This is an optimization exercise on Yosys and OpenROAD, whose aim is small area, not a production implementation.
RTL that was checked went through simulation tests only; none was proved equivalent to the original.
Power figures rest on the tool's default switching activity, not on a simulated workload.

==> flow/design.v <==
package cpu_pkg;
    localparam int DATA_W     = 32;
    localparam int INST_W     = 32;
    localparam int REG_ADDR_W = 5;
    localparam int REG_NUM    = 32;
    localparam int SHAMT_W    = 5;
    localparam int ALU_OP_W   = 4;
    localparam int WB_ADR_W   = 6;
    typedef logic [DATA_W-1:0]     data_t;
    typedef logic [INST_W-1:0]     inst_t;
    typedef logic [REG_ADDR_W-1:0] reg_addr_t;
    typedef logic [SHAMT_W-1:0]    shamt_t;
    typedef logic [ALU_OP_W-1:0]   alu_op_t;
    typedef logic [WB_ADR_W-1:0]   wb_adr_t;
    typedef enum logic {
        WB_IDLE,
        WB_ACK
    } wb_state_e;
    localparam logic [5:0] OP_SPECIAL = 6'b000000;
    localparam logic [5:0] OP_ADDI    = 6'b001000;
    localparam logic [5:0] OP_ADDIU   = 6'b001001;
    localparam logic [5:0] OP_SLTI    = 6'b001010;
    localparam logic [5:0] OP_SLTIU   = 6'b001011;
    localparam logic [5:0] OP_ANDI    = 6'b001100;
    localparam logic [5:0] OP_ORI     = 6'b001101;
    localparam logic [5:0] OP_XORI    = 6'b001110;
    localparam logic [5:0] OP_LUI     = 6'b001111;
    localparam logic [5:0] FN_SLL  = 6'b000000;
    localparam logic [5:0] FN_SRL  = 6'b000010;
    localparam logic [5:0] FN_SRA  = 6'b000011;
    localparam logic [5:0] FN_SLLV = 6'b000100;
    localparam logic [5:0] FN_SRLV = 6'b000110;
    localparam logic [5:0] FN_SRAV = 6'b000111;
    localparam logic [5:0] FN_ADD  = 6'b100000;
    localparam logic [5:0] FN_ADDU = 6'b100001;
    localparam logic [5:0] FN_SUB  = 6'b100010;
    localparam logic [5:0] FN_SUBU = 6'b100011;
    localparam logic [5:0] FN_AND  = 6'b100100;
    localparam logic [5:0] FN_OR   = 6'b100101;
    localparam logic [5:0] FN_XOR  = 6'b100110;
    localparam logic [5:0] FN_NOR  = 6'b100111;
    localparam logic [5:0] FN_SLT  = 6'b101010;
    localparam logic [5:0] FN_SLTU = 6'b101011;
    localparam alu_op_t ALU_NOP  = 4'd0;
    localparam alu_op_t ALU_OR   = 4'd1;
    localparam alu_op_t ALU_AND  = 4'd2;
    localparam alu_op_t ALU_XOR  = 4'd3;
    localparam alu_op_t ALU_NOR  = 4'd4;
    localparam alu_op_t ALU_SLL  = 4'd5;
    localparam alu_op_t ALU_SRL  = 4'd6;
    localparam alu_op_t ALU_SRA  = 4'd7;
    localparam alu_op_t ALU_ADD  = 4'd8;
    localparam alu_op_t ALU_SUB  = 4'd9;
    localparam alu_op_t ALU_SLT  = 4'd10;
    localparam alu_op_t ALU_SLTU = 4'd11;
    localparam data_t ZERO_WORD = '0;
    localparam wb_adr_t INST_ADR    = 6'd0;
    localparam int      REG_ADR_BIT = 5;         
endpackage
`timescale 1ns/100ps
module mips_core_top (
    input  logic        clk_i,
    input  logic        rst_n_i,
    input  logic        wb_cyc_i,
    input  logic        wb_stb_i,
    input  logic        wb_we_i,
    input  logic [5:0]  wb_adr_i,
    input  logic [31:0] wb_dat_i,
    output logic [31:0] wb_dat_o,
    output logic        wb_ack_o
);
    logic        ack_q;
    logic [31:1] vld_q;
    logic [31:0] regs [1:31];
    logic stb;
    assign stb      = wb_cyc_i & wb_stb_i;
    assign wb_ack_o = ack_q & stb;
    always_ff @(posedge clk_i) begin
        ack_q <= rst_n_i & stb & ~ack_q;
    end
    logic [5:0]  op;
    logic [5:0]  fn;
    logic [4:0]  rs;
    logic [4:0]  sa;
    assign op = wb_dat_i[31:26];
    assign rs = wb_dat_i[25:21];
    assign sa = wb_dat_i[10:6];
    assign fn = wb_dat_i[5:0];
    logic rtype;
    logic itype;
    logic fix_sh;
    logic var_sh;
    logic arith;
    logic valid;
    assign rtype  = (op == 6'b000000);
    assign itype  = (op[5:3] == 3'b001);
    assign fix_sh = (fn[5:2] == 4'b0000) && (fn[1:0] != 2'b01);
    assign var_sh = (fn[5:2] == 4'b0001) && (fn[1:0] != 2'b01);
    assign arith  = (fn[5:3] == 3'b100) || (fn[5:1] == 5'b10101);
    assign valid  = itype || (rtype && ((fix_sh && (rs == 5'd0)) || ((var_sh || arith) && (sa == 5'd0))));
    logic        rtype_q;
    logic [2:0]  f3_q;                          
    logic [4:0]  rt_q;
    logic [15:0] imm_q;                         
    logic        exe1_q;                        
    logic        exe2_q;                        
    logic [31:0] p_q;                           
    logic [31:0] g_q;                           
    logic [4:0]  amt_q;                         
    logic [4:0]  wd;
    logic        fwd;
    logic [31:0] result;
    assign wd = rtype_q ? imm_q[15:11] : rt_q;
    logic [31:0] immx;
    always_comb begin
        if (!f3_q[2]) begin
            immx = {{16{imm_q[15]}}, imm_q};
        end else if (f3_q[1:0] == 2'b11) begin
            immx = {imm_q, 16'h0};
        end else begin
            immx = {16'h0, imm_q};
        end
    end
    logic [4:0]  raddr;
    logic        ren;
    logic [31:0] rf_data;
    logic [31:0] rdata;
    assign raddr = ack_q ? (wb_adr_i[4:0] | (rs & {5{!wb_adr_i[5]}})) : rt_q;
    assign ren   = !ack_q | wb_we_i | wb_adr_i[5];     
    assign fwd   = ren && exe2_q && (wd != 5'd0) && (raddr == wd);
    logic [31:1]  rsel;
    logic [991:0] rflat;
    always_comb begin
        for (int i = 1; i < 32; i++) begin
            rsel[i] = ren && vld_q[i] && (raddr == 5'(i));
            rflat[(i-1)*32 +: 32] = regs[i];
        end
    end
    rf_read u_rf_read (
        .sel_i  (rsel),
        .data_i (rflat),
        .data_o (rf_data)
    );
    assign rdata = fwd ? result : rf_data;
    assign wb_dat_o = rdata;
    always_ff @(posedge clk_i) begin
        if (ack_q) begin
            rtype_q <= rtype;
            f3_q    <= rtype ? fn[2:0] : op[2:0];
            rt_q    <= wb_dat_i[20:16];
            imm_q   <= wb_dat_i[15:0];
        end
    end
    always_ff @(posedge clk_i) begin
        exe1_q <= rst_n_i && wb_ack_o && wb_we_i && (wb_adr_i == 6'd0) && valid;
        exe2_q <= rst_n_i && exe1_q;
        p_q    <= exe1_q ? (xm ^ yb) : rdata;
        g_q    <= xm & yb;
        amt_q  <= p_q[4:0] | imm_q[10:6];      
    end
    logic        is_shift;
    logic        add_sub;
    logic        sub;
    logic [31:0] xm;
    logic [31:0] y;
    logic [31:0] yb;
    assign is_shift = rtype_q && !imm_q[5];
    assign add_sub  = !f3_q[2] && !is_shift;
    assign sub      = add_sub && f3_q[1];
    assign xm       = (is_shift || (!rtype_q && (f3_q == 3'b111))) ? 32'd0 : p_q;
    assign y        = rtype_q ? rdata : immx;
    assign yb       = y ^ {32{sub}};
    exec_alu u_alu (
        .rtype_i  (rtype_q),
        .f3_i     (f3_q),
        .imm_i    (imm_q),
        .amt_i    (amt_q),
        .p_i      (p_q),
        .g_i      (g_q),
        .result_o (result)
    );
    always_ff @(posedge clk_i) begin
        for (int i = 1; i < 32; i++) begin
            if (exe2_q && (wd == 5'(i))) begin
                regs[i] <= result;
            end
        end
    end
    always_ff @(posedge clk_i) begin
        for (int i = 1; i < 32; i++) begin
            vld_q[i] <= rst_n_i && (vld_q[i] || (exe2_q && (wd == 5'(i))));
        end
    end
endmodule
module rf_read (
    input  logic [31:1]  sel_i,
    input  logic [991:0] data_i,
    output logic [31:0]  data_o
);
    always_comb begin
        data_o = '0;
        for (int i = 1; i < 32; i++) begin
            data_o = data_o | ({32{sel_i[i]}} & data_i[(i-1)*32 +: 32]);
        end
    end
endmodule
module exec_alu (
    input  logic        rtype_i,
    input  logic [2:0]  f3_i,
    input  logic [15:0] imm_i,
    input  logic [4:0]  amt_i,
    input  logic [31:0] p_i,
    input  logic [31:0] g_i,
    output logic [31:0] result_o
);
    logic        is_shift;
    logic        is_slt;
    logic        arith;
    logic        sub;
    assign is_shift = rtype_i && !imm_i[5];
    assign arith    = !f3_i[2];
    assign sub      = arith && f3_i[1];
    assign is_slt   = sub && (rtype_i ? imm_i[3] : 1'b1);
    logic [31:0] gl [6];
    logic [31:0] pl [6];
    always_comb begin
        gl[0] = g_i;
        pl[0] = p_i;
        for (int l = 0; l < 5; l++) begin
            for (int k = 0; k < 32; k++) begin
                if (k & (1 << l)) begin
                    gl[l+1][k] = gl[l][k] | (pl[l][k] & gl[l][(k | ((1 << l) - 1)) - (1 << l)]);
                    pl[l+1][k] = pl[l][k] & pl[l][(k | ((1 << l) - 1)) - (1 << l)];
                end else begin
                    gl[l+1][k] = gl[l][k];
                    pl[l+1][k] = pl[l][k];
                end
            end
        end
    end
    logic [32:0] c;
    always_comb begin
        c[0] = sub;
        for (int k = 0; k < 32; k++) begin
            c[k+1] = gl[5][k] | (pl[5][k] & sub);
        end
    end
    logic use_p;
    logic use_g;
    logic use_n;
    assign use_p = arith || (f3_i[1:0] == 2'b01) || (f3_i[1:0] == 2'b10) || ((f3_i[1:0] == 2'b11) && !rtype_i);
    assign use_g = !arith && !f3_i[1];
    assign use_n = !arith && (f3_i[1:0] == 2'b11) && rtype_i;
    logic [31:0] t;
    assign t = (({32{use_p}} & p_i) | ({32{use_g}} & g_i) | ({32{use_n}} & ~(p_i | g_i)))
             ^ (c[31:0] & {32{arith}});
    logic lt;
    assign lt = f3_i[0] ? !c[32] : (p_i[31] ? t[31] : g_i[31]);
    logic        sh_left;
    logic [31:0] sh_in;
    logic [31:0] sh_r;
    logic [31:0] sh_res;
    logic        fill;
    assign sh_left = !imm_i[1];
    assign fill    = imm_i[0] & p_i[31];
    always_comb begin
        for (int i = 0; i < 32; i++) begin
            sh_in[i] = sh_left ? p_i[31-i] : p_i[i];
        end
    end
    assign sh_r = 32'({{32{fill}}, sh_in} >> amt_i);
    always_comb begin
        for (int i = 0; i < 32; i++) begin
            sh_res[i] = sh_left ? sh_r[31-i] : sh_r[i];
        end
    end
    always_comb begin
        if (is_shift) begin
            result_o = sh_res;
        end else if (is_slt) begin
            result_o = {31'd0, lt};
        end else begin
            result_o = t;
        end
    end
endmodule
Settings: LEC_CHECK=0, CAP_MARGIN=20, CORE_MARGIN=2, CORE_UTILIZATION=55, CTS_BUF_LIST=sky130_fd_sc_hd__clkbuf_8 sky130_fd_sc_hd__clkbuf_16, CTS_CLUSTER_DIAMETER=80, CTS_CLUSTER_SIZE=20, SLEW_MARGIN=20, SYNTH_HIERARCHICAL=1; clock period 6.0 ns.
run.sh (not shown) runs the stock make flow with config.mk's settings and CLKGATE_MAP_FILE= SYNTH_SCRIPT=/design/flow/synth_recipe.tcl, a recipe that flattens the netlist after the stock synthesis.
Next try:
--- a/flow/design.v
+++ b/flow/design.v
@@ -125,7 +125,7 @@
     logic        ren;
     logic [31:0] rf_data;
     logic [31:0] rdata;
-    assign raddr = ack_q ? (wb_adr_i[4:0] | (rs & {5{!wb_adr_i[5]}})) : rt_q;
+    assign raddr = ack_q ? (wb_we_i ? rs : wb_adr_i[4:0]) : rt_q;
     assign ren   = !ack_q | wb_we_i | wb_adr_i[5];     
     assign fwd   = ren && exe2_q && (wd != 5'd0) && (raddr == wd);
     logic [31:1]  rsel;
The new run ran to the end with violations: setup timing.
Cell area is lower by 1.2%.
Sequential power is about the same.
Combinational power drops by about 7%.
Synthesized area is lower by 1.3%.
Setup slack got worse by 120 ps.
Maximum frequency drops by 2.0%.
Register-to-register slack is about the same.
Critical path depth drops by 1.
Core utilization rose by 0.24 points.
Power fell by 0.72%.
Via count is lower by 3.4%.
Wire length fell by 2.1%.
The RTL of the first run of this note was laid out without a check of its function.

## static timing again, ports no longer ideal
The flow's constraints put no driver on any port. The routed layouts listed below were extracted and timed again, unchanged, in two steps.
Step 1: set_driving_cell puts a clkbuf_16 on clk_i and a buf_2 on each other input, an assumption about the parent block.
Step 2 also shifts input and output timing later by t, the mid clock arrival at the registers, as if the neighbouring blocks saw the same clock.
Slacks: no drivers / after step 1 / after step 2; pairs: no drivers / after step 1.
| run | t, ns | slack for setup (ns) | hold slack, ns | worst slew at a driven data input, ns | pins driven straight from the clock port |
|---|---|---|---|---|---|
| the first run | 0.704 | 0.060 / 0.034 / 0.034 | 0.462 / 0.462 / 0.462 | 0.07 | 1 |
| the second run | 0.707 | -0.063 / -0.085 / -0.085 | 0.463 / 0.463 / 0.463 | 0.06 | 1 |
The setup slack of the first run, which loses most, moves by -0.026 ns with the drivers and by -0.026 ns with both steps.
